This is an optimization exercise on Yosys and OpenROAD, whose aim is small area, a short achievable clock period and few clock cycles per item, not a production implementation.
In this exercise RTL edits were held to simulation tests only and were not proved equivalent to the original.

### flow/flow/run.sh
#!/bin/bash
# Layout flow: the standard flow, with two changes to how the layout is
# made: repair_timing is asked to reach a shorter period than the clock (a
# larger setup slack margin), and the port buffers that buffer_ports inserts
# on every input and output are plain buf_4 cells. The SDC, the synthesis and
# every other step are the standard ones.
set -euo pipefail
here=$(pwd)
target=$(cat flow/target_period_ns)
margin=$(python3 -c "print(round($FLOW_PERIOD_NS - $target, 3))")
# standard synthesis, unchanged
bash standard.sh synth > "$here/log_synth.txt" 2>&1
# remaining steps
sed -E "s/SETUP_SLACK_MARGIN=[^ ]+/SETUP_SLACK_MARGIN=$margin BUFFER_PORTS_ARGS=\"-buffer_cell sky130_fd_sc_hd__buf_4\"/" standard.sh > "$here/layout.sh"
bash "$here/layout.sh" > "$here/log_layout.txt" 2>&1
### flow/flow/target_period_ns
7.0
### flow/standard.sh
#!/bin/bash
# synth_recipe.tcl (not shown) runs the flow's synth.tcl, then flattens the netlist and writes it again
# the make line also repeats each setting of config.mk as NAME=value (left out here)
make -C /OpenROAD-flow-scripts/flow DESIGN_CONFIG=/design/flow/config.mk WORK_HOME=/design/flow/orfs CLKGATE_MAP_FILE= SYNTH_SCRIPT=/design/flow/synth_recipe.tcl "${@:-finish}"
### flow/config.mk
export PLATFORM = sky130hd
export DESIGN_NAME = fixed_point_17_14_alu_top
export DESIGN_NICKNAME = fixed_point_17_14_alu_top
export VERILOG_FILES = /design/flow/design.v
export SDC_FILE = /design/flow/constraint.sdc
export NUM_CORES = 4
export LEC_CHECK = 0
export CAP_MARGIN = 20
export CORE_MARGIN = 2
export CORE_UTILIZATION = 50
export SETUP_SLACK_MARGIN = 0.5
export SLEW_MARGIN = 20
export TNS_END_PERCENT = 20
### flow/constraint.sdc
create_clock -name core_clock -period 28.0 [get_ports {clk}]
set_input_delay 5.6000 -clock core_clock [delete_from_list [all_inputs] [get_ports {clk}]]
set_output_delay 5.6000 -clock core_clock [all_outputs]
set_load 0.01 [all_outputs]
### flow/design.v
package fxalu_pkg;
  localparam int FRACTION_BITS = 14;
  localparam int WORD_BITS     = 32;
  localparam int DIV_STEPS     = 2;
  localparam logic [1:0] ST_OK       = 2'd0;
  localparam logic [1:0] ST_RANGE    = 2'd1;
  localparam logic [1:0] ST_DIV_ZERO = 2'd2;
endpackage
import fxalu_pkg::*;
module fxalu_div (
  input  logic [31:0] den,
  input  logic [30:0] rem_i,
  input  logic [31:0] q_i,
  input  logic [DIV_STEPS-1:0] dbit,
  output logic [30:0] rem_o,
  output logic [31:0] q_o
);
  always_comb begin
    logic [30:0] r;
    logic [31:0] q;
    logic [31:0] t;
    logic [32:0] d;
    r = rem_i;
    q = q_i;
    for (int j = 0; j < DIV_STEPS; j++) begin
      t = {r, dbit[DIV_STEPS-1-j]};
      q = {q[30:0], 1'b0};
      d = {1'b0, t} - {1'b0, den};
      if (!d[32]) begin
        r    = d[30:0];
        q[0] = 1'b1;
      end else begin
        r    = t[30:0];
      end
    end
    rem_o = r;
    q_o   = q;
  end
endmodule
import fxalu_pkg::*;
module fixed_point_17_14_alu_top (
  input  logic                        clk,
  input  logic                        rst,
  input  logic                        req_valid,
  output logic                        req_stall,
  input  logic [3:0]                  op,
  input  logic signed [WORD_BITS-1:0] operand_a,
  input  logic signed [WORD_BITS-1:0] operand_b,
  output logic                        rsp_valid,
  input  logic                        rsp_stall,
  output logic signed [WORD_BITS-1:0] result,
  output logic [1:0]                  status
);
  localparam logic [1:0] PH_IDLE = 2'd0;   
  localparam logic [1:0] PH_MUL  = 2'd1;   
  localparam logic [1:0] PH_DIV  = 2'd2;   
  localparam logic [1:0] PH_FIN  = 2'd3;   
  function automatic logic [5:0] sbitlen(logic [31:0] v);
    sbitlen = '0;
    for (int i = 0; i < 31; i++)
      if (v[i] ^ v[i+1]) sbitlen = 6'(i + 1);
  endfunction
  function automatic logic [11:0] booth4(logic [7:0] v, logic lo);
    logic [2:0] tr;
    logic [3:0] n, o, t;
    for (int i = 0; i < 4; i++) begin
      tr   = {v[2*i+1], v[2*i], (i == 0) ? lo : v[2*i-1]};
      n[i] = tr[2] && !(tr[1] && tr[0]);
      o[i] = tr[1] ^ tr[0];
      t[i] = (tr == 3'b011) || (tr == 3'b100);
    end
    booth4 = {n, t, o};
  endfunction
  logic        xv;        
  logic        xfree;     
  logic [3:0]  xop;
  logic [31:0] ra;        
  logic [31:0] rb;        
  logic [3:0]  bneg, bone, btwo;   
  logic [1:0]  dbit;      
  logic [5:0]  bla, blb;  
  logic [32:0] racc;      
  logic [1:0]  ph;
  logic [4:0]  cnt;       
  logic        qn;        
  logic        o0v, o1v;
  logic [33:0] o0, o1;    
  logic is_mul, is_div, op9, bz, simple, done, push, pop, go;
  logic ld_in, ld_mul, ld_prep, ld_div, qn_n;
  assign is_mul = (xop == 4'd7) || (xop == 4'd8);
  assign is_div = (xop == 4'd9) || (xop == 4'd10);
  assign op9    = (xop == 4'd9);
  assign bz     = (rb == '0);
  assign simple = !is_mul && !is_div;
  always_comb begin
    case (ph)
      PH_IDLE: done = xv && (simple || (is_div && bz));
      PH_MUL:  done = xv && (cnt == 5'd1);
      PH_DIV:  done = xv && (cnt == 5'd1);
      default: done = xv;
    endcase
  end
  assign push = done && !o1v;
  assign pop  = o0v && !rsp_stall;
  assign go   = !(done && o1v);
  logic        sub_int, add_int, bad_b, bad_nb, badsel, inv;
  logic [31:0] add_a, add_b, sum;
  always_comb begin
    bad_b   = !((&rb[31:17]) || (~|rb[31:17]));
    bad_nb  = !((!bad_b && rb != 32'hFFFE_0000) || rb == 32'h0002_0000);
    add_int = (xop == 4'd4);
    sub_int = (xop == 4'd6);
    badsel  = (ph == PH_IDLE) && ((add_int && bad_b) || (sub_int && bad_nb));
    case (ph)
      PH_IDLE: inv = is_div ? rb[31] : ((xop == 4'd5) || sub_int);
      default: inv = qn;
    endcase
    add_a = (ph == PH_IDLE && !is_div) ? ra : 32'd0;
    if (badsel)                add_b = 32'hFFFF_FFFF;
    else if (add_int || sub_int) add_b = (rb << FRACTION_BITS) ^ {32{inv}};
    else                       add_b = rb ^ {32{inv}};
    sum = add_a + add_b + {31'd0, inv & !badsel};
  end
  logic [31:0] sres;
  logic [1:0]  sst;
  always_comb begin
    logic [31:0] ai;
    logic        c1, c2;
    ai = {{FRACTION_BITS{ra[31]}}, ra[31:FRACTION_BITS]};
    c1 = ra[31] && (|ra[FRACTION_BITS-1:0]);
    c2 = (!ra[31] && (|ra)) ? ra[13] : (ra[13] && (|ra[12:0]));
    sres = '0;
    sst  = ST_OK;
    case (xop)
      4'd0: begin
        if ((&ra[31:17]) || (~|ra[31:17])) sres = ra << FRACTION_BITS;
        else begin sres = '1; sst = ST_RANGE; end
      end
      4'd1, 4'd2: sres = ai + {31'd0, xop[0] ? c1 : c2};
      4'd3, 4'd5: sres = sum;
      4'd4: begin sres = sum; sst = bad_b  ? ST_RANGE : ST_OK; end
      4'd6: begin sres = sum; sst = bad_nb ? ST_RANGE : ST_OK; end
      4'd9, 4'd10: sst = ST_DIV_ZERO;
      default: ;
    endcase
  end
  localparam logic [40:0] MUL_K = 41'h155_0000_0000;
  logic [40:0] ms;
  always_comb begin
    logic        neg;
    logic [33:0] mag, pp;
    logic [32:0] acc;
    logic [40:0] row [0:5];
    logic [40:0] s1, c1, s2, c2, s3, c3, s4, c4;
    acc    = (ph == PH_IDLE) ? 33'd0 : racc;
    row[0] = {8'd0, ~acc[32], acc[31:0]};
    row[5] = MUL_K;
    for (int i = 0; i < 4; i++) begin
      neg = bneg[i];
      mag = ({{2{ra[31]}}, ra} & {34{bone[i]}}) | ({ra[31], ra, 1'b0} & {34{btwo[i]}});
      pp  = mag ^ {34{neg}};
      row[i+1] = {7'd0, ~pp[33], pp[32:0]} << (2 * i);
      row[5][2*i] = neg;
    end
    s1 = row[0] ^ row[1] ^ row[2];
    c1 = ((row[0] & row[1]) | (row[0] & row[2]) | (row[1] & row[2])) << 1;
    s2 = row[3] ^ row[4] ^ row[5];
    c2 = ((row[3] & row[4]) | (row[3] & row[5]) | (row[4] & row[5])) << 1;
    s3 = s1 ^ c1 ^ s2;
    c3 = ((s1 & c1) | (s1 & s2) | (c1 & s2)) << 1;
    s4 = s3 ^ c3 ^ c2;
    c4 = ((s3 & c3) | (s3 & c2) | (c3 & c2)) << 1;
    ms = s4 + c4;
  end
  logic [30:0] d_rem0;
  logic [31:0] d_q0;
  logic [4:0]  d_nit;
  always_comb begin
    logic [31:0] absa;
    logic [5:0]  la, lb;
    logic signed [7:0] lq, sla, slb;
    logic [4:0]  nit;
    logic [5:0]  sh;
    logic [62:0] w;
    absa = ra[31] ? -ra : ra;
    la   = bla + {5'd0, ra[31]};
    lb   = blb;
    sla  = {2'b00, la};
    slb  = {2'b00, lb};
    lq   = sla - slb + (op9 ? 8'sd15 : 8'sd1);
    if (lq <= 0) nit = 5'd0;
    else         nit = 5'((lq + 8'sd1) >>> 1);
    if (!op9 && nit > 5'd16) nit = 5'd16;
    if (op9 && nit > 5'd23)  nit = 5'd23;
    sh   = (op9 ? 6'd46 : 6'd32) - {nit, 1'b0};
    w    = {31'd0, absa} << sh;
    d_rem0 = w[62:32];
    d_q0   = w[31:0];
    d_nit  = nit;
  end
  logic [30:0] d_rem;
  logic [31:0] d_q;
  fxalu_div u_div (
    .den   (ra),
    .rem_i (racc[30:0]),
    .q_i   (rb),
    .dbit  (dbit),
    .rem_o (d_rem),
    .q_o   (d_q)
  );
  logic [33:0] nres;
  always_comb begin
    case (ph)
      PH_IDLE: nres = {sst, sres};
      PH_MUL:  nres = {ST_OK, (xop == 4'd7) ? {ms[21:0], rb[31:22]} : {ms[7:0], rb[31:8]}};
      PH_DIV:  nres = {ST_OK, !qn ? d_q : {(d_q[1:0] == 2'b00) ? sum[29:0] : ~rb[29:0],
                                          d_q[1] ^ d_q[0], d_q[0]}};
      default: nres = {ST_OK, sum};
    endcase
  end
  logic [1:0] ph_n;
  logic [4:0] cnt_n;
  always_comb begin
    ph_n  = ph;
    cnt_n = cnt;
    if (xv && go) begin
      case (ph)
        PH_IDLE: begin
          if (is_mul) begin
            ph_n = PH_MUL; cnt_n = 5'd3;
          end else if (is_div && !bz) begin
            ph_n = (d_nit == 5'd0) ? PH_FIN : PH_DIV; cnt_n = d_nit;
          end
        end
        PH_MUL: begin
          cnt_n = cnt - 5'd1;
          if (cnt == 5'd1) ph_n = PH_IDLE;
        end
        PH_DIV: begin
          cnt_n = cnt - 5'd1;
          if (cnt == 5'd1) ph_n = PH_IDLE;
        end
        default: ph_n = PH_IDLE;
      endcase
    end
  end
  logic xv_n, o1v_n, done_n, xfree_n;
  always_comb begin
    logic nsimple;
    nsimple = !(op == 4'd7 || op == 4'd8 || op == 4'd9 || op == 4'd10);
    xv_n  = xfree ? req_valid : (xv && !push);
    o1v_n = o0v && !pop && (o1v || push);
    if (xfree) done_n = nsimple;
    else case (ph_n)
      PH_IDLE: done_n = simple;
      PH_MUL:  done_n = (cnt_n == 5'd1);
      PH_DIV:  done_n = (cnt_n == 5'd1);
      default: done_n = 1'b1;
    endcase
    xfree_n = !xv_n || (done_n && !o1v_n);
  end
  always_ff @(posedge clk) begin
    if (rst) begin
      xv    <= 1'b0;
      xfree <= 1'b1;
      ph    <= PH_IDLE;
      o0v   <= 1'b0;
      o1v   <= 1'b0;
    end else begin
      xv    <= xv_n;
      xfree <= xfree_n;
      ph    <= xfree ? PH_IDLE : ph_n;
      o1v   <= o1v_n;
      if (!o0v || pop) o0v <= o1v || push;
    end
  end
  always_ff @(posedge clk) begin
    if (!o0v || pop) o0 <= o1v ? o1 : nres;
    if (o0v && !pop && push) o1 <= nres;
  end
  assign qn_n    = ld_prep ? (ra[31] ^ rb[31]) : qn;
  assign ld_in   = xfree;
  assign ld_mul  = !xfree && xv && go && (ph == PH_MUL || (ph == PH_IDLE && is_mul));
  assign ld_prep = !xfree && xv && go && ph == PH_IDLE && is_div;
  assign ld_div  = !xfree && xv && go && ph == PH_DIV;
  logic dvalid_n;
  assign dvalid_n = !op9 || (cnt_n > 5'd7);
  always_ff @(posedge clk) begin
    cnt <= cnt_n;
    if (ld_in) begin
      xop <= op;
      ra  <= operand_a;
      bla <= sbitlen(operand_a);
      blb <= sbitlen(operand_b);
    end else if (ld_prep) begin
      ra  <= sum;
    end
    if (ld_in || ld_mul || ld_prep || ld_div)
      rb <= ({32{ld_in}}   & operand_b)
          | ({32{ld_prep}} & d_q0)
          | ({32{ld_mul}}  & {ms[7:0], rb[31:8]})
          | ({32{ld_div}}  & d_q);
    if (ld_mul || ld_prep || ld_div)
      racc <= ({33{ld_prep}} & {2'b00, d_rem0})
            | ({33{ld_mul}}  & ms[40:8])
            | ({33{ld_div}}  & {2'b00, d_rem});
    if (ld_in)
      {bneg, btwo, bone} <= booth4(operand_b[7:0], 1'b0);
    else if (ld_mul)
      {bneg, btwo, bone} <= booth4(rb[15:8], rb[7]);
    if (ld_prep || ld_div) begin
      if (ld_prep) dbit <= d_q0[31:30] & {2{dvalid_n}};
      else         dbit <= rb[29:28] & {2{dvalid_n}};
    end
    if (ld_prep) qn <= qn_n;
  end
  assign req_stall = !xfree;
  assign rsp_valid = o0v;
  assign result    = o0[31:0];
  assign status    = o0[33:32];
endmodule
==> impl_metrics.json, run 1 <==
{
  "drive_above_1_share": 0.145,
  "core_area_sq_um": 60100,
  "max_stage_delay_ns": 0.30,
  "vias": 31900,
  "grtUsageTotal": 0.447,
  "avgSynthCellArea_sq_um": 8.18,
  "ys.flop_type": "edfxtp_1",
  "ys_warn_count": 3,
  "io_buffers": 107,
  "worstSetupStartpoint": "operand_b[3]",
  "drtPass1Iterations": 10,
  "synth_mux_area_frac": 0.0693,
  "cp_top_family": "compound AO/OA/AOI/OAI gates",
  "synth-xor-area-share": 0.0985,
  "drt-total-wl_microns": 144000,
  "slowest_stage": "ha_4",
  "synth_top_family_by_area": "compound AO/OA/AOI/OAI gates",
  "dpl.hpwl_microns": 109000,
  "hold_start": "cnt[1]$_DFF_P_",
  "area_growth_pct": 11.2,
  "grt_pass1_wl_microns": 208000,
  "grt_start_max_net_pins": 63,
  "ys_ff_latch": 205,
  "rsz0062_at_grt": "true",
  "crit_arrival_ns": 7.51,
  "die_y_microns": 250,
  "grt_pass1_vias": 30100,
  "critPathRequiredTime_ns": 28.30,
  "synth_edf_count": 194,
  "post_drt_wl_per_cell_microns": 31.9,
  "cts.sinks": 205,
  "crit_type": "in2reg",
  "crit_buf_inv": 3,
  "nNetsFinal": 4086,
  "yosysUniqueCellTypes": 97,
  "start_util": 0.504,
  "cts_max_level": 1,
  "pin_count": 108,
  "rows": 90,
  "dieArea_sq_um": 62700,
  "regArea_sq_um": 6050,
  "hold_viol": 0,
  "cp_max_fo": 6,
  "clkLatencyLatePin_ns": 0.59,
  "crit_chain": "buf_6 > inv_1 > ha_4 > nor3_2 > nor2_2 > buf_4 > nand2_1 > a31oi_2 > o32ai_2 > a22oi_2 > o22ai_1 > a22oi_1 > o21ai_2",
  "period_needed_ns": 7.21,
  "syn-instance-count": 3708,
  "finalSetupTns_ns": 0,
  "fillers": 5520,
  "finClkSkew_ns": 0.0189,
  "synth_compound_area_frac": 0.250,
  "synth-seq-area-share": 0.199,
  "vias_per_cell": 7.08,
  "drv_slew": 0,
  "max_slew.worst_pin.slew_ns": 1.24,
  "holdCritPathClass": "reg2reg",
  "status": "finished clean",
  "post-route-period-util": 0.257,
  "cts_root_buffer": "clkbuf_16",
  "fp.dieW_microns": 250,
  "cts_buffers": 27,
  "cp.depth": 13,
  "synth_area_sq_um": 30300,
  "cts_tree": "yes",
  "syn_nets": 4099,
  "max_slew_margin": 0.167,
  "ff2ff_path_depth": 26,
  "synthAdderAreaFrac": 0.157,
  "drc_errors": 0,
  "critPathCaptureType": "flip-flop",
  "holdBufCountCts": 0,
  "final_common_cell": "nand2_1",
  "synth_simple_gate_area_frac": 0.155,
  "drv_cap": 0,
  "holdPathStages": 2,
  "clkTransAtPathRegs_ns": 0.06,
  "fmax_mhz": 139,
  "hold_ws_ns": 0.528,
  "r2r_start": "ra[8]$_DFFE_PP_",
  "drtAntennaViolNets": 0,
  "start_kind": "input port",
  "grt-ovfl-total": 0,
  "drt_iter0_drc": 5111,
  "globalplace.congestion": 1.09,
  "setup_violations": 0,
  "final_cell_mix": "382 x nand2_1, 262 x inv_1, 242 x xnor2_1",
  "antenna_found_initial": 15,
  "ys_async_sr_fraction": 0,
  "multi_input_area_sq_um": 22900,
  "cts_buffer_depth": 3
}
## sequential cells by signal (all words and copies together), names as in the netlist
signal and flops:
bla 5, bneg 4, ra 32, bone 4, racc 33, o1v 1
blb 5, ph 2, xop 4, dbit 2, btwo 4, xv 1
qn 1, xfree 1, rb 32, cnt 5, o1 34, o0 34
o0v 1
## tightest hold or removal path, stage by stage (launching register included)
cell     delay (ns)
dfxtp_1        0.32
nor2_1         0.10
a21oi_1        0.05
## stage by stage
stage | cell area [sq um] | worst slack [ns] | utilization | instances
after floorplan | 30400 | 20.56 | - | 3708
after global routing | 33700 | 20.71 | 0.561 | 4498
after global placement | 31700 | 19.02 | 0.527 | 4387
after CTS | 33300 | 20.78 | 0.553 | 4487
final | 33700 | 20.79 | 0.561 | 4502
after detailed placement | 31700 | 18.71 | 0.527 | 4390
## kinds of logic (layout without fill, tap and decap cells)
kind of cell | count (synthesis) | count (layout)
and+or+nand+nor | 1002 | 1003
other | 0 | 5
xor gates and xnor gates | 341 | 341
AOI/OAI and AO/OA | 1120 | 1120
DFF | 205 | 205
adders and majority gates | 319 | 319
buffers and inverters | 553 | 559
muxes | 168 | 168
## area by class of cell
cell class              count  share of cell area
flip-flops and latches    205               0.179
well taps                 782              0.0290
inverters                 279              0.0320
repair buffers            230              0.0566
diodes                      5            0.000371
multi-input cells        2951               0.678
clock inverters            20             0.00467
clock buffers              29              0.0202
repair inverters            1            0.000148
## layer usage
metal	global-route usage	vias up	routed length, microns
met3	0.133	652	18300
met4	0.302	22	13000
met1	0.548	15200	51500
met5	0	-	123
li1	-	13600	-
met2	0.680	2443	60800
## final timing paths
path	to	slack (ns)
worst max-delay path	blb[1]$_SDFFCE_PP1P_	20.79
worst min-delay path	cnt[1]$_DFF_P_	0.53
worst min register to register	cnt[1]$_DFF_P_	0.53
worst max register to register	o0[13]$_DFFE_PP_	20.91
## cell usage after synthesis (23+ instances only)
cell type	instances	share of area
buf_1	34	0.0042
nor2_1	206	0.025
or3_1	30	0.0062
a22oi_1	146	0.036
a21oi_1	234	0.039
ha_1	216	0.089
edfxtp_1	194	0.19
nor4_1	26	0.0054
nor3_1	91	0.015
nand3_1	75	0.012
nand2_1	387	0.048
and3_1	36	0.0074
o31ai_1	27	0.0067
fa_1	103	0.068
a31oi_1	32	0.0066
mux2_2	79	0.029
clkbuf_1	226	0.028
o21bai_1	30	0.0074
nor2b_1	27	0.0056
o22ai_1	48	0.0099
xor2_1	92	0.027
a211oi_1	30	0.0074
xnor2_1	249	0.072
inv_1	275	0.034
nand4_1	26	0.0054
a21o_1	80	0.020
o21ai_0	204	0.034
mux2i_1	64	0.021
a222oi_1	33	0.011
mux4_2	23	0.017
o211ai_1	27	0.0067
## timing repair
action | CTS | global route
pin swaps | 20 | 13
setup endpoints to repair | 123 | 132
buffers inserted | 45 | 8
cloned | 3 | 0
resized for setup | 81 | 75
Testbench counts, summed over its fixed seeds: cycles 41,357, items 16,000.
==> inputs of run 2 (changes only) <==
--- a/flow/design.v
+++ b/flow/design.v
@@ -81,2 +81,3 @@
   logic [5:0]  bla, blb;  
+  logic        apow;      
   logic [32:0] racc;      
@@ -185,3 +186,3 @@
     absa = ra[31] ? -ra : ra;
-    la   = bla + {5'd0, ra[31]};
+    la   = bla + {5'd0, apow};
     lb   = blb;
@@ -293,2 +294,3 @@
       bla <= sbitlen(operand_a);
+      apow <= operand_a[31] && ((operand_a[30:0] & ~operand_a[31:1]) == '0);
       blb <= sbitlen(operand_b);
--- a/flow/config.mk
+++ b/flow/config.mk
@@ -7,2 +7,3 @@
 export LEC_CHECK = 0
+export ABC_AREA = 1
 export CAP_MARGIN = 20
==> run 2 against run 1 <==
Against the previous run:
- synthesized area decreased by 0.69%
- worst setup slack better by 0.078 ns
- register-to-register slack improved by 0.28 ns
- maximum frequency rose by 1.1%
- clock skew is 0.059 ns higher
- flip-flop and latch count grew 1
- cell count rose by 17%
- via count rose by 5.8%
- final area is 1.3% lower
- non-clock buffer count down 13
- highest routed layer unchanged
==> impl_metrics.json, run 2 <==
{
  "max_slew.worst_pin.slew_ns": 1.24,
  "setup_violations": 0,
  "hold_start": "o1[8]$_DFFE_PP_",
  "rrSetupSlack_ns": 21.19,
  "final_common_cell": "nand2_1",
  "ys.flop_type": "edfxtp_1",
  "r2r_end": "o0[14]$_DFFE_PP_",
  "drt-total-wl_microns": 142000,
  "grt-ovfl-total": 0,
  "start_util": 0.509,
  "finalSetupTns_ns": 0,
  "ff2ff_path_depth": 31,
  "period_needed_ns": 7.13,
  "holdCritPathClass": "reg2reg",
  "clkLatencyLatePin_ns": 0.63,
  "drtPass1Iterations": 8,
  "hold_ws_ns": 0.518,
  "status": "finished clean",
  "grt_pass1_wl_microns": 202000,
  "post_drt_wl_per_cell_microns": 27.0,
  "max_slew_margin": 0.170,
  "crit_buf_inv": 1,
  "rows": 89,
  "cts.sinks": 206,
  "hold_end": "o0[8]$_DFFE_PP_",
  "fmax_mhz": 140,
  "synth_area_leaders": "edfxtp_1 19%, nand2_1 12%, ha_1 9.0%",
  "holdPathStages": 2,
  "synthTopCellsByCount": "953 x nand2_1, 524 x inv_1, 367 x nand3_1, 321 x o21ai_0, 320 x a21oi_1",
  "synth-seq-area-share": 0.202,
  "drv_cap": 0,
  "vias": 33700,
  "dpl.hpwl_microns": 107000,
  "synth.largest_area_cell": "edfxtp_1",
  "fillers": 5939,
  "cts_root_buffer": "clkbuf_16",
  "drive_above_1_share": 0.0880,
  "crit_arrival_ns": 7.62,
  "syn-instance-count": 4410,
  "nNetsFinal": 4840,
  "cts_buffer_depth": 3,
  "ys_ff_latch": 206,
  "synth_area_sq_um": 30100,
  "synth.top_cell.area_share": 0.194,
  "antenna_found_initial": 11,
  "synth_edf_count": 195,
  "grtUsageTotal": 0.438,
  "io_buffers": 107,
  "finClkSkew_ns": 0.0777,
  "cp_top_family": "simple AND/OR/NAND/NOR gates",
  "critPathRequiredTime_ns": 28.49,
  "cts_max_level": 1,
  "vias_per_cell": 6.43,
  "drt_iter0_drc": 5220,
  "syn_nets": 4802,
  "yosysUniqueCellTypes": 65,
  "grt_start_max_net_pins": 61,
  "worstSetupStartpoint": "operand_a[2]",
  "cp_max_fo": 5,
  "rsz0062_at_grt": "true",
  "avgSynthCellArea_sq_um": 6.83,
  "max_stage_delay_ns": 0.24,
  "ys_warn_count": 3,
  "dieArea_sq_um": 62200,
  "slowest_stage": "xnor2_1",
  "start_kind": "input port",
  "die_y_microns": 249,
  "crit_type": "in2reg",
  "ys_async_sr_fraction": 0,
  "drtAntennaViolNets": 0,
  "cts_buffers": 28,
  "largestRegisters": "o0: 34 flops, o1: 34 flops, racc: 33 flops",
  "core_area_sq_um": 59200,
  "grt_pass1_vias": 30300,
  "hold_viol": 0,
  "drv_slew": 0,
  "drc_errors": 0,
  "pin_count": 108,
  "r2r_start": "ra[20]$_DFFE_PP_",
  "cts_tree": "yes",
  "synth.most_common_cell": "nand2_1",
  "area_growth_pct": 10.5,
  "fp.dieW_microns": 249,
  "globalplace.congestion": 1.13,
  "holdBufCountCts": 0,
  "crit_top_cell": "nand2_1",
  "critPathCaptureType": "flip-flop",
  "final_cell_mix": "951 x nand2_1, 505 x inv_1, 365 x nand3_1",
  "post-route-period-util": 0.255,
  "clkTransAtPathRegs_ns": 0.06
}
[run 2: cell count changes after synthesis, moves of 95 or more]
cell | before | now
nand3_1 | 75 | 367
xor2_1 | 92 | 238
nand2_1 | 387 | 953
o21ai_0 | 204 | 321
a22oi_1 | 146 | 8
nor2_1 | 206 | 305
xnor2_1 | 249 | 86
inv_1 | 275 | 524
o22ai_1 | 48 | 143
[run 2: how the worst max path moves through the flow]
stage	to	slack, ns	cells after the start
CTS	blb[0]$_SDFFCE_PP1P_	20.89	27
floorplan	blb[0]$_SDFFCE_PP1P_	20.57	27
finish	bla[0]$_SDFFCE_PP1P_	20.87	32
global placement	blb[0]$_SDFFCE_PP1P_	20.09	28
detailed placement	o0[15]$_DFFE_PP_	20.08	44
global route	bla[0]$_SDFFCE_PP1P_	20.61	32
[run 2: repair_timing]
action | in CTS | in global routing
gates resized for setup | 25 | 57
endpoints found under the setup margin | 92 | 127
setup buffers | 11 | 23
cloned | 1 | 4
pin swaps | 2 | 14
[run 2: worst reg2reg max path: cells and delay by family (launching register included)]
kind | cells | cell delay (ns)
AO/OA/AOI/OAI | 12 | 2.83
AND/OR/NAND/NOR | 12 | 1.19
adder cells (fa/ha/maj) | 3 | 1.06
buffers and inverters | 4 | 1.03
flip-flops | 1 | 0.53
[run 2: cell type report]
class | instances | area (sq um) | area share
diodes | 5 | 12.5 | 0.000376
clock buffers | 34 | 723 | 0.0217
clock inverters | 15 | 215 | 0.00646
inverters | 545 | 2130 | 0.0639
multi-input cells | 3449 | 21400 | 0.644
flip-flops and latches | 206 | 6080 | 0.183
well taps | 773 | 967 | 0.0291
repair buffers | 217 | 1740 | 0.0522
repair inverters | 1 | 5.00 | 0.000150
[run 2: cell families (layout without fill, tap and decap cells)]
family / after synthesis / in the layout / share of synthesized area
AND/OR/NAND/NOR: 1795 / 1798 / 0.255
AO/OA/AOI/OAI: 1000 / 1000 / 0.191
buffers and inverters: 758 / 812 / 0.0972
XOR/XNOR: 324 / 324 / 0.0942
adder cells (fa/ha/maj): 320 / 320 / 0.159
flip-flops: 206 / 206 / 0.202
multiplexers: 7 / 7 / 0.00237
other: 0 / 5 / 0
[run 2: per-layer routing]
| layer | global-route usage | vias to the layer above | part of all wire |
|---|---|---|---|
| li1 | - | 15000 | - |
| met4 | 0.166 | 4 | 0.051 |
| met3 | 0.173 | 411 | 0.16 |
| met2 | 0.601 | 2460 | 0.39 |
| met1 | 0.611 | 15800 | 0.40 |
| met5 | 0 | - | 0.00024 |
[run 2: stage by stage]
stage / worst slack [ns] / util / instance area [sq um] / std cells
2_1_floorplan: 20.57 / - / 30200 / 4410
3_3_place_gp: 20.09 / 0.535 / 31700 / 5152
3_5_place_dp: 20.08 / 0.535 / 31700 / 5152
4_1_cts: 20.89 / 0.554 / 32800 / 5213
5_1_grt: 20.61 / 0.562 / 33300 / 5240
6_report: 20.87 / 0.562 / 33300 / 5245
Testbench counts of run 2, summed over its fixed seeds: cycles 40,910, items 16,000.
==> inputs of run 3 (changes only) <==
==> flow/flow/target_period_ns (replaced) <==
6.5
==> run 3 against run 2 <==
Against the previous run:
- still clean on timing, DRC and antenna
- hold slack is essentially flat
- clock skew is 0.047 ns lower
- flip-flop and latch count unchanged
- worst setup slack worse by 0.044 ns
- die area did not move
- maximum frequency fell by 0.61%
- critical path type unchanged
==> impl_metrics.json, run 3 <==
{
  "yosysUniqueCellTypes": 65,
  "cts_root_buffer": "clkbuf_16",
  "drc_errors": 0,
  "rsz0062_at_grt": "true",
  "drv_slew": 0,
  "drv_cap": 0,
  "grt_pass1_wl_microns": 205000,
  "syn-instance-count": 4410,
  "holdPathStages": 2,
  "post_drt_wl_per_cell_microns": 27.5,
  "grt-ovfl-total": 0,
  "largestRegisters": "o0: 34 flops, o1: 34 flops, racc: 33 flops",
  "synth_area_sq_um": 30100,
  "ys_async_sr_fraction": 0,
  "synth-seq-area-share": 0.202,
  "met2_usage": 0.602,
  "synth.top_cell.area_share": 0.194,
  "dp_cells": 5156,
  "pin_count": 108,
  "synth_edf_count": 195,
  "drive_above_1_share": 0.113,
  "fin_cells": 5297,
  "max_slew_margin": 0.184,
  "syn_nets": 4802,
  "grt_use_met3": 0.172,
  "grt-busiest-layer": "met1",
  "drt-total-wl_microns": 146000,
  "dieArea_sq_um": 62200,
  "hold_start": "o1[19]$_DFFE_PP_",
  "cts_tree": "yes",
  "synthTopCellsByCount": "953 x nand2_1, 524 x inv_1, 367 x nand3_1, 321 x o21ai_0, 320 x a21oi_1",
  "dpl.hpwl_microns": 109000,
  "post-route-period-util": 0.256,
  "grt_pass1_vias": 30700,
  "status": "finished clean",
  "holdBufCountCts": 0,
  "area_growth_pct": 13.2,
  "grt_start_max_net_pins": 61,
  "critPathRequiredTime_ns": 28.33,
  "drt_iter0_drc": 5163,
  "globalplace.congestion": 1.12,
  "vias_per_cell": 6.44,
  "r2r_end": "dbit[1]$_DFFE_PP_",
  "vias": 34100,
  "hold_ws_ns": 0.518,
  "hold_viol": 0,
  "hold_end": "o0[19]$_DFFE_PP_",
  "cp_max_fo": 4,
  "synth_area_leaders": "edfxtp_1 19%, nand2_1 12%, ha_1 9.0%",
  "clkTransAtPathRegs_ns": 0.06,
  "cts.sinks": 206,
  "core_area_sq_um": 59200,
  "cts_buffers": 26,
  "max_slew.worst_pin.slew_ns": 1.22,
  "rows": 89,
  "grt_use_met1": 0.610,
  "io_buffers": 107,
  "finClkSkew_ns": 0.0303,
  "crit_type": "in2reg",
  "rrSetupSlack_ns": 21.46,
  "holdCritPathClass": "reg2reg",
  "r2r_start": "bla[0]$_SDFFCE_PP1P_",
  "setup_violations": 0,
  "fillers": 5773,
  "period_needed_ns": 7.17,
  "cts_buffer_depth": 3,
  "die_y_microns": 249,
  "fp.dieW_microns": 249,
  "start_util": 0.509,
  "synth.largest_area_cell": "edfxtp_1",
  "ys.flop_type": "edfxtp_1",
  "antenna_found_initial": 9,
  "critPathCaptureType": "flip-flop",
  "clkLatencyLatePin_ns": 0.61,
  "drtPass1Iterations": 9,
  "fmax_mhz": 139,
  "ys_ff_latch": 206,
  "avgSynthCellArea_sq_um": 6.83,
  "final_common_cell": "nand2_1",
  "synth.most_common_cell": "nand2_1",
  "cts_max_level": 1,
  "finalSetupTns_ns": 0,
  "grtUsageTotal": 0.446,
  "start_kind": "input port",
  "drtAntennaViolNets": 0,
  "nNetsFinal": 4893,
  "crit_arrival_ns": 7.50,
  "final_cell_mix": "938 x nand2_1, 492 x inv_1, 362 x nand3_1",
  "ys_warn_count": 3,
  "ff2ff_path_depth": 28
}
[run 3: worst max-delay path by stage]
stage                     slack [ns]  cells after the start                    to             from
final                          20.83                     28  blb[0]$_SDFFCE_PP1P_     operand_b[1]
after detailed placement       20.08                     44       o0[6]$_DFFE_PP_  ra[0]$_DFFE_PP_
after global routing           20.53                     32  bla[0]$_SDFFCE_PP1P_     operand_a[1]
after floorplan                20.57                     27  blb[0]$_SDFFCE_PP1P_     operand_b[1]
after CTS                      20.88                     28  blb[0]$_SDFFCE_PP1P_     operand_b[1]
after global placement         20.07                     28  blb[0]$_SDFFCE_PP1P_     operand_b[1]
[run 3: kinds of logic (layout without fill, tap and decap cells)]
kind of cell             count (synthesis)  count (layout)  share of synthesized area
AO/OA/AOI/OAI                         1000            1000                      0.191
flip-flops                             206             206                      0.202
XOR/XNOR                               324             324                     0.0942
adder cells (fa/ha/maj)                320             320                      0.159
multiplexers                             7               7                    0.00237
buffers and inverters                  758             867                     0.0972
other                                    0               3                          0
AND/OR/NAND/NOR                       1795            1797                      0.255
[run 3: critical path: stages]
cell,delay [ns]
buf_12,0.12
inv_8,0.03
ha_4,0.25
o21ai_2,0.06
a21oi_2,0.17
o21ai_1,0.08
nand2_1,0.07
nand2_1,0.06
nand2_1,0.06
nand2_1,0.04
nand2_1,0.06
nand2_1,0.04
nand2_1,0.06
nand2_1,0.04
nand2_1,0.05
nand2_1,0.05
nand2_1,0.06
nand2_1,0.05
nand2_1,0.06
nand2_1,0.04
nand2_1,0.05
nand2_1,0.05
nand2_1,0.05
nand2_1,0.04
nand2_1,0.05
nand2_1,0.04
nand2_1,0.06
o211ai_1,0.08
[run 3: stage by stage]
step | worst slack, ns | cell area (sq um) | util
after floorplan | 20.57 | 30200 | -
after global placement | 20.07 | 31700 | 0.535
after detailed placement | 20.08 | 31700 | 0.535
after CTS | 20.88 | 33000 | 0.556
after global routing | 20.53 | 34100 | 0.575
final | 20.83 | 34100 | 0.576
[run 3: metal layers]
metal,vias to the layer above,wire (microns),share of wire
li1,15100,-,-
met1,15900,56900,0.39
met5,-,217,0.0015
met2,2561,55900,0.38
met3,472,23600,0.16
met4,12,9120,0.063
[run 3: area by class of cell]
cell class              instances  area, sq um  share of cell area
well taps                     773          967              0.0284
repair inverters                2         15.0            0.000440
repair buffers                272         2300              0.0674
clock buffers                  31          669              0.0196
inverters                     545         2140              0.0628
clock inverters                17          201             0.00591
flip-flops and latches        206         6080               0.178
diodes                          3         7.51            0.000220
multi-input cells            3448        21700               0.637
[run 3: repair_timing]
| item | 4_1_cts | 5_1_grt |
|---|---|---|
| gates resized for setup | 56 | 153 |
| gates cloned | 3 | 8 |
| setup endpoints to repair | 203 | 190 |
| setup buffers | 16 | 62 |
| pin swaps | 13 | 65 |
==> inputs of run 4 (changes only) <==
==> flow/flow/target_period_ns (replaced) <==
7.4
==> run 4 against run 3 <==
Against the previous run:
- still clean
- register-to-register slack got worse by 0.90 ns
- synthesized cell count unchanged
- hold slack lost 0.0090 ns
- maximum frequency fell by 3.6%
- critical path type is now reg2reg
- largest cell class unchanged
==> impl_metrics.json, run 4 <==
{
  "syn_nets": 4802,
  "cts_buffers": 25,
  "grt_pass1_wl_microns": 202000,
  "cts.sinks": 206,
  "avgSynthCellArea_sq_um": 6.83,
  "die_y_microns": 249,
  "critPathCaptureType": "flip-flop",
  "drt-total-wl_microns": 141000,
  "cts_tree": "yes",
  "max_slew_margin": 0.0999,
  "max_stage_delay_ns": 0.65,
  "status": "finished clean",
  "final_common_cell": "nand2_1",
  "post-route-util": 0.553,
  "synth.top_cell.area_share": 0.194,
  "cts_max_level": 1,
  "fmax_mhz": 134,
  "worstSetupStartpoint": "rb[7]$_DFFE_PP_",
  "synth-seq-area-share": 0.202,
  "cp_max_fo": 13,
  "post_drt_wl_per_cell_microns": 27.0,
  "clkLatencyLatePin_ns": 0.61,
  "slowest_stage": "o21ai_0",
  "final_cell_mix": "951 x nand2_1, 509 x inv_1, 365 x nand3_1",
  "nNetsFinal": 4817,
  "drive_above_1_share": 0.0794,
  "crit_type": "reg2reg",
  "vias_per_cell": 6.39,
  "drv_cap": 0,
  "cts_root_buffer": "clkbuf_16",
  "drt_iter0_drc": 4924,
  "synth_area_sq_um": 30100,
  "setup_slack_ns": 20.56,
  "globalplace.congestion": 1.11,
  "ys_ff_latch": 206,
  "post-route-period-util": 0.266,
  "synthTopCellsByCount": "953 x nand2_1, 524 x inv_1, 367 x nand3_1, 321 x o21ai_0, 320 x a21oi_1",
  "syn-instance-count": 4410,
  "cp_top_family": "simple AND/OR/NAND/NOR gates",
  "cts_buffer_depth": 3,
  "setup_violations": 0,
  "grt_start_max_net_pins": 58,
  "crit_buf_inv": 2,
  "max_slew.worst_pin.slew_ns": 1.35,
  "ys.flop_type": "edfxtp_1",
  "rows": 89,
  "holdBufCountCts": 0,
  "start_util": 0.509,
  "yosysUniqueCellTypes": 65,
  "drtAntennaViolNets": 0,
  "rsz0062_at_grt": "true",
  "synth_area_leaders": "edfxtp_1 19%, nand2_1 12%, ha_1 9.0%",
  "core_area_sq_um": 59200,
  "grt-ovfl-total": 0,
  "ys_async_sr_fraction": 0,
  "fin_cells": 5223,
  "dp_cells": 5148,
  "dp_slack_ns": 20.12,
  "hold_viol": 0,
  "drtPass1Iterations": 6,
  "synth_edf_count": 195,
  "start_kind": "flip-flop",
  "holdCritPathClass": "reg2reg",
  "crit_arrival_ns": 7.73,
  "io_buffers": 107,
  "hold_start": "o1[0]$_DFFE_PP_",
  "synth.largest_area_cell": "edfxtp_1",
  "ys_warn_count": 3,
  "finClkSkew_ns": 0.0430,
  "clkTransAtPathRegs_ns": 0.09,
  "pin_count": 108,
  "antenna_found_initial": 11,
  "grtUsageTotal": 0.438,
  "critPathRequiredTime_ns": 28.29,
  "dpl.hpwl_microns": 108000,
  "largestRegisters": "o0: 34 flops, o1: 34 flops, racc: 33 flops",
  "grt_pass1_vias": 30200,
  "vias": 33400,
  "finalSetupTns_ns": 0,
  "period_needed_ns": 7.44,
  "dieArea_sq_um": 62200,
  "drv_slew": 0,
  "crit_top_cell": "nand2_1",
  "synth.most_common_cell": "nand2_1",
  "drc_errors": 0,
  "fp.dieW_microns": 249,
  "r2r_start": "rb[7]$_DFFE_PP_",
  "area_growth_pct": 8.85
}
[run 4: cell count changes in the layout (fill, tap and decap cells not counted), sizes merged]
cell and change:
nand4 -1, clkinvlp -9, diode +3, clkinv -3
inv +11, bufinv -1, buf -69, clkbuf -5
[run 4: path summary, 6_finish.rpt]
kind                                    endpoint  slack [ns]  cells past startpoint
worst min register to register   o0[0]$_DFFE_PP_        0.51                      2
worst max register to register  ra[23]$_DFFE_PP_       20.56                     28
worst max-delay path            ra[23]$_DFFE_PP_       20.56                     28
worst min-delay path             o0[0]$_DFFE_PP_        0.51                      2
[run 4: timing repair]
item / 4_1_cts / 5_1_grt
gates resized for setup: 8 / 26
hold endpoints to repair: 0 / 0
cloned: 1 / 1
setup buffers: 7 / 14
endpoints found under the setup margin: 71 / 84
pin swaps: 0 / 10
[run 4: logic make-up after synthesis]
kind of cell,after synthesis,share of synthesized area
AO/OA/AOI/OAI,1000,0.191
XOR/XNOR,324,0.0942
adder cells (fa/ha/maj),320,0.159
buffers and inverters,758,0.0972
flip-flops,206,0.202
multiplexers,7,0.00237
AND/OR/NAND/NOR,1795,0.255
[run 4: worst reg2reg max path: cells and delay by family (launching register included)]
| family | cells | cell delay, ns |
|---|---|---|
| and+or+nand+nor | 17 | 2.96 |
| buffers and inverters | 2 | 0.59 |
| AOI/OAI and AO/OA | 8 | 2.65 |
| DFF | 1 | 0.63 |
| adders and majority gates | 1 | 0.34 |
[run 4: final cells by class]
cell class	instances	area, sq um
timing repair buffer	199	1530
sequential	206	6080
tap	773	967
clock inverter	16	168
timing repair inverter	1	5.00
antenna	6	15.0
multi-input combinational	3447	21300
fill	5957	26500
clock buffer	30	687
inverter	545	2080
[run 4: metrics by stage]
step	instance area [sq um]	hold slack [ns]
after floorplan	30100	0.495
after global placement	31600	0.500
after detailed placement	31600	0.503
after CTS	32600	0.511
after global routing	32800	0.541
final	32800	0.509
[run 4: routing by layer]
layer	global-route usage	part of all wire	vias to the layer above
met1	0.625	0.41	15600
met5	0	0.00017	-
met3	0.147	0.15	394
met4	0.184	0.052	4
met2	0.598	0.39	2435
li1	-	-	15000
==> inputs of run 5 (changes only) <==
==> flow/flow/target_period_ns (replaced) <==
6.0
==> run 5 against run 4 <==
Against the previous run:
- still clean
- sequential share of layout area down 1.4 points
- synthesized area unchanged
- clock skew down 0.0074 ns
- clock-buffer cell count up 1
- via count up 3.6%
- critical path depth unchanged
- largest cell class unchanged
- non-clock buffer count up 136
- final area up 8.2%
- die area unchanged
- global-route usage up 1.9 points
==> impl_metrics.json, run 5 <==
{
  "setup_violations": 0,
  "status": "finished clean",
  "grt_start_max_net_pins": 61,
  "drc_errors": 0,
  "cts_tree": "yes",
  "dpl.hpwl_microns": 109000,
  "max_slew.worst_pin.slew_ns": 1.20,
  "cts.sinks": 206,
  "post-route-util": 0.599,
  "post_drt_wl_per_cell_microns": 27.8,
  "rows": 89,
  "synth.largest_area_cell": "edfxtp_1",
  "cts_root_buffer": "clkbuf_16",
  "pin_count": 108,
  "avgSynthCellArea_sq_um": 6.83,
  "grtUsageTotal": 0.458,
  "crit_top_cell": "nand2_1",
  "yosysUniqueCellTypes": 65,
  "worstSetupStartpoint": "operand_b[1]",
  "ys_ff_latch": 206,
  "cp_max_fo": 4,
  "hold_end": "o0[21]$_DFFE_PP_",
  "finClkSkew_ns": 0.0356,
  "final_cell_mix": "927 x nand2_1, 483 x inv_1, 358 x nand3_1",
  "area_growth_pct": 17.8,
  "crit_arrival_ns": 7.50,
  "finalSetupTns_ns": 0,
  "drive_above_1_share": 0.151,
  "max_stage_delay_ns": 0.26,
  "grt_pass1_wl_microns": 210000,
  "hold_start": "o1[21]$_DFFE_PP_",
  "ys_async_sr_fraction": 0,
  "synth_area_leaders": "edfxtp_1 19%, nand2_1 12%, ha_1 9.0%",
  "fillers": 5645,
  "drv_cap": 0,
  "globalplace.congestion": 1.12,
  "die_y_microns": 249,
  "synth.most_common_cell": "nand2_1",
  "io_buffers": 107,
  "synth_area_sq_um": 30100,
  "post-route-period-util": 0.256,
  "drtPass1Iterations": 7,
  "holdPathStages": 2,
  "synth-seq-area-share": 0.202,
  "vias_per_cell": 6.46,
  "antenna_found_initial": 8,
  "clkLatencyLatePin_ns": 0.61,
  "synth_edf_count": 195,
  "start_kind": "input port",
  "rrSetupSlack_ns": 21.61,
  "fp.dieW_microns": 249,
  "drt-total-wl_microns": 149000,
  "cts_max_level": 1,
  "r2r_start": "bone[1]$_DFFE_PP_",
  "slowest_stage": "ha_4",
  "start_util": 0.509,
  "cts_buffer_depth": 3,
  "dieArea_sq_um": 62200,
  "vias": 34600,
  "crit_type": "in2reg",
  "hold_viol": 0,
  "critPathRequiredTime_ns": 28.33,
  "clkTransAtPathRegs_ns": 0.06,
  "holdCritPathClass": "reg2reg",
  "ys_warn_count": 3,
  "synth.top_cell.area_share": 0.194,
  "regArea_sq_um": 6080,
  "final_common_cell": "nand2_1",
  "max_slew_margin": 0.198,
  "cts_buffers": 26,
  "grt_pass1_vias": 31500,
  "period_needed_ns": 7.17,
  "drt_iter0_drc": 5303,
  "multi_input_area_sq_um": 22300,
  "fmax_mhz": 140,
  "r2r_end": "racc[20]$_DFFE_PP_",
  "core_area_sq_um": 59200,
  "nNetsFinal": 4956,
  "drv_slew": 0,
  "ff2ff_path_depth": 26,
  "grt-ovfl-total": 0,
  "syn-instance-count": 4410,
  "ys.flop_type": "edfxtp_1",
  "synthTopCellsByCount": "953 x nand2_1, 524 x inv_1, 367 x nand3_1, 321 x o21ai_0, 320 x a21oi_1",
  "largestRegisters": "o0: 34 flops, o1: 34 flops, racc: 33 flops",
  "syn_nets": 4802,
  "rsz0062_at_grt": "true",
  "drtAntennaViolNets": 0,
  "critPathCaptureType": "flip-flop"
}
-- run 5: cell count changes in the layout (fill, tap and decap cells not counted), moves of 12 or more --
cell,before,now
buf_12,0,14
a21oi_2,3,35
ha_1,214,198
ha_4,3,15
buf_6,2,33
o21ai_0,317,242
inv_1,509,483
o21ai_2,5,38
a21oi_1,317,278
nand2_1,951,927
o21ai_1,17,58
buf_4,195,271
nand2_2,9,27
-- run 5: final cells by class --
class,instances,share of cell area
repair inverters,2,0.000423
repair buffers,335,0.0862
inverters,545,0.0613
flip-flops and latches,206,0.171
well taps,773,0.0273
clock buffers,31,0.0189
clock inverters,17,0.00568
diodes,3,0.000212
multi-input cells,3448,0.629
-- run 5: how the worst max path moves through the flow --
stage,slack (ns),to
floorplan,20.57,blb[0]$_SDFFCE_PP1P_
global placement,20.07,blb[0]$_SDFFCE_PP1P_
detailed placement,20.08,o0[6]$_DFFE_PP_
CTS,20.88,blb[0]$_SDFFCE_PP1P_
global route,20.55,bla[0]$_SDFFCE_PP1P_
finish,20.83,blb[0]$_SDFFCE_PP1P_
-- run 5: what timing repair did --
action | in CTS | in global routing
hold buffers | 0 | 0
gates cloned | 11 | 2
pin swaps | 95 | 110
gates resized for setup | 227 | 218
buffers inserted | 93 | 46
endpoints found under the setup margin | 225 | 223
-- run 5: per-stage QoR --
stage	std cells	cell area, sq um	worst slack [ns]	hold slack, ns
after CTS	5308	34200	20.88	0.512
after global routing	5357	35500	20.55	0.530
after floorplan	4410	30200	20.57	0.495
after detailed placement	5156	31700	20.08	0.501
final	5360	35500	20.83	0.506
after global placement	5156	31700	20.07	0.499
-- run 5: layer usage --
| layer | track usage | vias to the layer above | wire length [microns] |
|---|---|---|---|
| li1 | - | 15300 | - |
| met5 | 0.00772 | - | 110 |
| met4 | 0.248 | 8 | 10600 |
| met1 | 0.615 | 16100 | 57700 |
| met2 | 0.614 | 2620 | 56500 |
| met3 | 0.191 | 579 | 24100 |
-- run 5: kinds of logic after synthesis --
| family | count (synthesis) | synth area share |
|---|---|---|
| AO/OA/AOI/OAI | 1000 | 0.191 |
| XOR/XNOR | 324 | 0.0942 |
| adder cells (fa/ha/maj) | 320 | 0.159 |
| buffers and inverters | 758 | 0.0972 |
| flip-flops | 206 | 0.202 |
| multiplexers | 7 | 0.00237 |
| AND/OR/NAND/NOR | 1795 | 0.255 |
-- run 5: worst max-delay path: cells and delay by family --
family | cells | cell delay, ns
and+or+nand+nor | 21 | 1.08
AOI/OAI and AO/OA | 4 | 0.37
adders and majority gates | 1 | 0.26
buffers and inverters | 2 | 0.15
==> inputs of run 6 (changes only) <==
==> flow/flow/target_period_ns (replaced) <==
7.0
--- a/flow/config.mk
+++ b/flow/config.mk
@@ -8,7 +8,7 @@
 export ABC_AREA = 1
-export CAP_MARGIN = 20
+export CAP_MARGIN = 10
 export CORE_MARGIN = 2
-export CORE_UTILIZATION = 50
+export CORE_UTILIZATION = 60
 export SETUP_SLACK_MARGIN = 0.5
-export SLEW_MARGIN = 20
-export TNS_END_PERCENT = 20
+export SLEW_MARGIN = 10
+export TNS_END_PERCENT = 5
==> run 6 against run 5 <==
Against the previous run:
- still clean on timing, DRC and antenna
- first-iteration DRC count grew 16%
- final area fell by 7.2%
- die area is 16% lower
- maximum frequency up 0.87%
- critical path type unchanged
- largest cell class unchanged
- highest routed layer unchanged
==> impl_metrics.json, run 6 <==
{
  "status": "finished clean",
  "cts_buffer_depth": 3,
  "ys_ff_latch": 206,
  "globalplace.congestion": 1.15,
  "grt_pass1_wl_microns": 194000,
  "synth.most_common_cell": "nand2_1",
  "grt_pass1_vias": 30600,
  "hold_viol": 0,
  "yosysUniqueCellTypes": 65,
  "regArea_sq_um": 6080,
  "core_area_sq_um": 49900,
  "cts.sinks": 206,
  "largestRegisters": "o0: 34 flops, o1: 34 flops, racc: 33 flops",
  "max_slew.worst_pin.slew_ns": 1.10,
  "period_needed_ns": 7.10,
  "dp_slack_ns": 20.20,
  "setup_violations": 0,
  "nNetsFinal": 4834,
  "start_kind": "input port",
  "final_cell_mix": "950 x nand2_1, 499 x inv_1, 366 x nand3_1",
  "pin_count": 108,
  "cts_max_level": 1,
  "finalSetupTns_ns": 0,
  "setup_slack_ns": 20.90,
  "fmax_mhz": 141,
  "syn_nets": 4802,
  "hold_ws_ns": 0.521,
  "start_util": 0.604,
  "ys.flop_type": "edfxtp_1",
  "vias_per_cell": 6.62,
  "ys_warn_count": 3,
  "drive_above_1_share": 0.0863,
  "grtUsageTotal": 0.497,
  "rsz0062_at_grt": "true",
  "drtAntennaViolNets": 0,
  "multi_input_area_sq_um": 21300,
  "vias": 34000,
  "holdCritPathClass": "reg2reg",
  "cts_tree": "yes",
  "area_growth_pct": 9.31,
  "finalInstanceArea_sq_um": 32900,
  "drtPass1Iterations": 12,
  "dpl_cell_area_sq_um": 31500,
  "critPathRequiredTime_ns": 28.32,
  "synth-seq-area-share": 0.202,
  "avgSynthCellArea_sq_um": 6.83,
  "ys_async_sr_fraction": 0,
  "max_stage_delay_ns": 0.26,
  "synth.largest_area_cell": "edfxtp_1",
  "drv_slew": 0,
  "max_slew_margin": 0.267,
  "critPathCaptureType": "flip-flop",
  "dieArea_sq_um": 52000,
  "crit_top_cell": "nand2_1",
  "crit_buf_inv": 3,
  "fillers": 4608,
  "synthTopCellsByCount": "953 x nand2_1, 524 x inv_1, 367 x nand3_1, 321 x o21ai_0, 320 x a21oi_1",
  "finClkSkew_ns": 0.0361,
  "drc_errors": 0,
  "synth_edf_count": 195,
  "grt_start_max_net_pins": 106,
  "dp_cells": 5046,
  "drt-total-wl_microns": 135000,
  "cts_buffers": 25,
  "cp_top_family": "simple AND/OR/NAND/NOR gates",
  "holdBufCountCts": 0,
  "synth_area_sq_um": 30100,
  "drt_iter0_drc": 6151,
  "rows": 82,
  "antenna_found_initial": 8,
  "slowest_stage": "ha_4",
  "crit_type": "in2reg",
  "post-route-period-util": 0.254,
  "io_buffers": 107,
  "post_drt_wl_per_cell_microns": 26.2,
  "drv_cap": 0,
  "cts_root_buffer": "clkbuf_16",
  "syn-instance-count": 4410,
  "die_y_microns": 228,
  "crit_arrival_ns": 7.42,
  "synth.top_cell.area_share": 0.194,
  "dpl.hpwl_microns": 100000,
  "clkTransAtPathRegs_ns": 0.06,
  "clkLatencyLatePin_ns": 0.60,
  "grt-ovfl-total": 0,
  "cp_max_fo": 5,
  "fp.dieW_microns": 228,
  "synth_area_leaders": "edfxtp_1 19%, nand2_1 12%, ha_1 9.0%",
  "final_common_cell": "nand2_1",
  "fin_cells": 5140
}
==> run 6: cells by family after synthesis <==
logic type / Yosys count / share of synthesized area
AOI/OAI and AO/OA: 1000 / 0.191
xor gates and xnor gates: 324 / 0.0942
adders and majority gates: 320 / 0.159
buffers and inverters: 758 / 0.0972
DFF: 206 / 0.202
muxes: 7 / 0.00237
and+or+nand+nor: 1795 / 0.255
==> run 6: final timing paths <==
kind / startpoint / end / slack (ns) / cells after the start
worst max-delay path: operand_b[3] / blb[0]$_SDFFCE_PP1P_ / 20.90 / 28
worst min-delay path: o1[0]$_DFFE_PP_ / o0[0]$_DFFE_PP_ / 0.52 / 2
worst min register to register: o1[0]$_DFFE_PP_ / o0[0]$_DFFE_PP_ / 0.52 / 2
worst max register to register: rb[7]$_DFFE_PP_ / o0[16]$_DFFE_PP_ / 21.04 / 29
==> run 6: through the flow <==
step                       util
after floorplan               -
after global placement    0.632
after detailed placement  0.632
after CTS                 0.651
after global routing      0.660
final                     0.660
==> run 6: cell type report <==
cell class / instances / share of cell area
Tap cell: 672 / 0.0255
Antenna cell: 8 / 0.000608
Timing Repair inverter: 2 / 0.000380
Sequential cell: 206 / 0.185
Inverter: 545 / 0.0644
Clock buffer: 27 / 0.0192
Clock inverter: 18 / 0.00498
Timing Repair Buffer: 215 / 0.0523
Multi-Input combinational cell: 3447 / 0.648
==> run 6: repair_timing <==
item,CTS,global route
gates cloned,1,2
endpoints found under the setup margin,86,131
setup buffers,5,33
gates resized for setup,25,53
pin swaps,8,7
==> run 6: worst min-delay path, stage by stage (launching register included) <==
cell and delay, ns:
edfxtp_1 0.32, nand2_1 0.05, nand2_1 0.05
==> run 6: per-layer routing <==
layer / vias to the layer above / global-route usage / part of all wire
met5: - / 0 / 0.0011
met4: 4 / 0.273 / 0.069
met3: 557 / 0.211 / 0.18
met2: 2852 / 0.661 / 0.38
met1: 15600 / 0.672 / 0.37
li1: 15000 / - / -
==> inputs of run 7 (changes only) <==
--- a/flow/design.v
+++ b/flow/design.v
@@ -81,3 +81,2 @@
   logic [5:0]  bla, blb;  
-  logic        apow;      
   logic [32:0] racc;      
@@ -87,2 +86,3 @@
   logic        o0v, o1v;
+  logic        rstall, o0nv;
   logic [33:0] o0, o1;    
@@ -90,6 +90,7 @@
   logic ld_in, ld_mul, ld_prep, ld_div, qn_n;
-  assign is_mul = (xop == 4'd7) || (xop == 4'd8);
-  assign is_div = (xop == 4'd9) || (xop == 4'd10);
-  assign op9    = (xop == 4'd9);
-  assign bz     = (rb == '0);
+  logic x_mul, x_div, x_op9, x_bz, x_badb, x_badnb;
+  assign is_mul = x_mul;
+  assign is_div = x_div;
+  assign op9    = x_op9;
+  assign bz     = x_bz;
   assign simple = !is_mul && !is_div;
@@ -109,4 +110,4 @@
   always_comb begin
-    bad_b   = !((&rb[31:17]) || (~|rb[31:17]));
-    bad_nb  = !((!bad_b && rb != 32'hFFFE_0000) || rb == 32'h0002_0000);
+    bad_b   = x_badb;
+    bad_nb  = x_badnb;
     add_int = (xop == 4'd4);
@@ -186,3 +187,3 @@
     absa = ra[31] ? -ra : ra;
-    la   = bla + {5'd0, apow};
+    la   = bla + {5'd0, ra[31]};
     lb   = blb;
@@ -266,2 +267,4 @@
       xfree <= 1'b1;
+      rstall <= 1'b0;
+      o0nv  <= 1'b1;
       ph    <= PH_IDLE;
@@ -272,5 +275,9 @@
       xfree <= xfree_n;
+      rstall <= !xfree_n;
       ph    <= xfree ? PH_IDLE : ph_n;
       o1v   <= o1v_n;
-      if (!o0v || pop) o0v <= o1v || push;
+      if (!o0v || pop) begin
+        o0v  <= o1v || push;
+        o0nv <= !(o1v || push);
+      end
     end
@@ -291,6 +298,12 @@
     if (ld_in) begin
-      xop <= op;
+      xop    <= op;
+      x_mul  <= (op == 4'd7) || (op == 4'd8);
+      x_div  <= (op == 4'd9) || (op == 4'd10);
+      x_op9  <= (op == 4'd9);
+      x_bz   <= (operand_b == '0);
+      x_badb <= !((&operand_b[31:17]) || (~|operand_b[31:17]));
+      x_badnb <= !((((&operand_b[31:17]) || (~|operand_b[31:17])) && operand_b != 32'hFFFE_0000)
+                   || operand_b == 32'h0002_0000);
       ra  <= operand_a;
       bla <= sbitlen(operand_a);
-      apow <= operand_a[31] && ((operand_a[30:0] & ~operand_a[31:1]) == '0);
       blb <= sbitlen(operand_b);
@@ -318,4 +331,4 @@
   end
-  assign req_stall = !xfree;
-  assign rsp_valid = o0v;
+  assign req_stall = rstall;
+  assign rsp_valid = !o0nv;
   assign result    = o0[31:0];
--- a/flow/config.mk
+++ b/flow/config.mk
@@ -7,8 +7,7 @@
 export LEC_CHECK = 0
-export ABC_AREA = 1
-export CAP_MARGIN = 10
+export CAP_MARGIN = 20
 export CORE_MARGIN = 2
-export CORE_UTILIZATION = 60
+export CORE_UTILIZATION = 50
 export SETUP_SLACK_MARGIN = 0.5
-export SLEW_MARGIN = 10
-export TNS_END_PERCENT = 5
+export SLEW_MARGIN = 20
+export TNS_END_PERCENT = 20
==> run 7 against run 6 <==
Against the previous run:
- non-clock buffer count grew 45
- via count shrank 3.0%
- maximum frequency shrank 3.9%
- critical path depth shrank 13
- flip-flop and latch count grew 7
- sequential share of layout area shrank 0.42 points
- synthesized area grew 2.9%
- hold slack lost 0.039 ns
- critical path type unchanged
==> impl_metrics.json, run 7 <==
{
  "status": "finished clean",
  "period_needed_ns": 7.39,
  "area_growth_pct": 12.1,
  "grt_pass1_wl_microns": 212000,
  "synth-seq-area-share": 0.202,
  "max_slew.worst_pin.slew_ns": 1.21,
  "max_slew_margin": 0.185,
  "synthTopCellsByCount": "352 x nand2_1, 293 x inv_1, 261 x o21ai_0, 254 x ha_1, 246 x xnor2_1",
  "grtUsageTotal": 0.455,
  "clkLatencyLatePin_ns": 0.64,
  "io_buffers": 107,
  "post_drt_wl_per_cell_microns": 32.3,
  "crit_chain": "buf_4 > inv_1 > ha_4 > nand2b_1 > a21oi_1 > nor2_1 > o21bai_1 > a21oi_1 > o21bai_1 > a21oi_1 > o21bai_1 > a221oi_2 > o21bai_1 > a211o_1 > a221o_1",
  "hold_viol": 0,
  "ys_ff_latch": 213,
  "synth_area_leaders": "edfxtp_1 19%, ha_1 10%, xnor2_1 6.9%",
  "start_util": 0.504,
  "largestRegisters": "o0: 34 flops, o1: 34 flops, racc: 33 flops",
  "antenna_found_initial": 12,
  "dpl.hpwl_microns": 115000,
  "synth_area_sq_um": 31000,
  "post-route-period-util": 0.264,
  "post-route-util": 0.565,
  "fp.dieW_microns": 253,
  "ys_warn_count": 3,
  "clkTransAtPathRegs_ns": 0.06,
  "cts_buffer_depth": 3,
  "nNetsFinal": 4281,
  "drv_slew": 0,
  "die_y_microns": 253,
  "final_cell_mix": "341 x nand2_1, 285 x inv_1, 250 x o21ai_0",
  "grt_pass1_vias": 31000,
  "dieArea_sq_um": 64000,
  "final_common_cell": "nand2_1",
  "syn-instance-count": 3814,
  "vias": 33000,
  "synth.top_cell.area_share": 0.194,
  "critPathRequiredTime_ns": 28.36,
  "yosysUniqueCellTypes": 102,
  "crit_top_cell": "o21bai_1",
  "drt_iter0_drc": 5132,
  "hold_ws_ns": 0.482,
  "drtAntennaViolNets": 0,
  "rsz0062_at_grt": "true",
  "finClkSkew_ns": 0.0447,
  "cts_root_buffer": "clkbuf_16",
  "vias_per_cell": 7.07,
  "cts_buffers": 28,
  "drt-total-wl_microns": 151000,
  "dp_cells": 4530,
  "synth.most_common_cell": "nand2_1",
  "ys_async_sr_fraction": 0,
  "finalSetupTns_ns": 0,
  "crit_arrival_ns": 7.76,
  "drc_errors": 0,
  "synth_edf_count": 200,
  "holdCritPathClass": "reg2reg",
  "crit_type": "in2reg",
  "cts_tree": "yes",
  "avgSynthCellArea_sq_um": 8.13,
  "start_kind": "input port",
  "setup_violations": 0,
  "ys.flop_type": "edfxtp_1",
  "grt_start_max_net_pins": 74,
  "rows": 91,
  "fin_cells": 4671,
  "critPathCaptureType": "flip-flop",
  "cp_max_fo": 3,
  "synth.largest_area_cell": "edfxtp_1",
  "fmax_mhz": 135,
  "grt-ovfl-total": 0,
  "pin_count": 108,
  "slowest_stage": "a221o_1",
  "drtPass1Iterations": 12,
  "globalplace.congestion": 1.11,
  "syn_nets": 4243,
  "cts_max_level": 1,
  "core_area_sq_um": 61500,
  "max_stage_delay_ns": 0.32,
  "drv_cap": 0,
  "drive_above_1_share": 0.131,
  "cts.sinks": 213
}
run 7: layout make-up:
type / instances / area [sq um]
diodes: 8 / 20.0
clock buffers: 32 / 716
clock inverters: 19 / 201
fillers: 5633 / 26700
inverters: 298 / 1130
multi-input cells: 3051 / 23300
flip-flops and latches: 213 / 6270
well taps: 790 / 988
repair buffers: 260 / 2170
run 7: critical path: cells and delay by family:
kind,cells,cell delay (ns)
compound gates,10,1.50
fa+ha+maj,1,0.28
buf+inv,2,0.19
simple gates,2,0.18
run 7: metrics by stage:
step	area (sq um)	setup slack [ns]
finish	34800	20.61
global route	34700	20.41
floorplan	31000	20.32
detailed placement	32500	18.11
global placement	32500	18.26
CTS	34100	20.53
run 7: repair_timing:
item | CTS | global route
hold buffers | 0 | 0
pin swaps | 15 | 27
gates cloned | 5 | 1
buffers inserted | 48 | 28
setup endpoints to repair | 133 | 136
gates resized for setup | 48 | 87
run 7: cell families after synthesis:
logic type | count (synthesis) | share of synthesized area
AOI/OAI and AO/OA | 1207 | 0.265
xor gates and xnor gates | 336 | 0.0956
adders and majority gates | 357 | 0.169
buffers and inverters | 552 | 0.0677
DFF | 213 | 0.202
muxes | 141 | 0.0485
and+or+nand+nor | 1008 | 0.153
run 7: final timing paths:
check | slack, ns | startpoint | to | cells after the start
max | 20.61 | operand_b[2] | blb[0]$_SDFFCE_PP1P_ | 15
min | 0.48 | o0nv$_SDFFE_PP1P_ | o0nv$_SDFFE_PP1P_ | 2
max reg2reg | 20.72 | ra[25]$_DFFE_PP_ | o0[10]$_DFFE_PP_ | 29
min reg2reg | 0.48 | o0nv$_SDFFE_PP1P_ | o0nv$_SDFFE_PP1P_ | 2
run 7: routing by layer:
metal  vias up  wire length, microns  track usage
met2      2436                 62200        0.672
met5         -                    63            0
li1      14100                     -            -
met4        12                 14800        0.359
met1     15900                 54500        0.552
met3       638                 19100        0.135
Testbench counts of run 7, summed over its fixed seeds: cycles 41,357, items 16,000.

-- what the ideal ports hide --
How much do the figures lean on ideal ports? The routed layouts below were timed once more, with nothing changed but the port constraints. Step 1 (the two cells are an assumption about what drives the block):
set clk [get_ports {clk}]
set_driving_cell -lib_cell sky130_fd_sc_hd__clkbuf_16 $clk
set_driving_cell -lib_cell sky130_fd_sc_hd__buf_2 [delete_from_list [all_inputs] $clk]
Step 2, shift: input delay + t, output delay - t, t = (earliest + latest rising clock arrival at the registers) / 2. This alone moves slack from input paths to output paths. Three values: no drivers, after step 1, after step 2; two values: the first two.
run	t (ns)	setup slack, ns	cell pins on the clock port's net
run 1	0.638	20.792 / 20.776 / 20.138	1
run 2	0.665	20.870 / 20.870 / 20.242	1
run 3	0.662	20.825 / 20.822 / 20.160	1
run 4	0.653	20.560 / 20.560 / 20.194	1
run 5	0.655	20.833 / 20.823 / 20.167	1
run 6	0.647	20.895 / 20.895 / 20.248	1
run 7	0.681	20.607 / 20.621 / 19.939	1
After both steps every run listed still meets setup and hold. For run 7, which loses most, drivers alone change the setup slack by +0.014 ns; drivers and shift together by -0.668 ns.
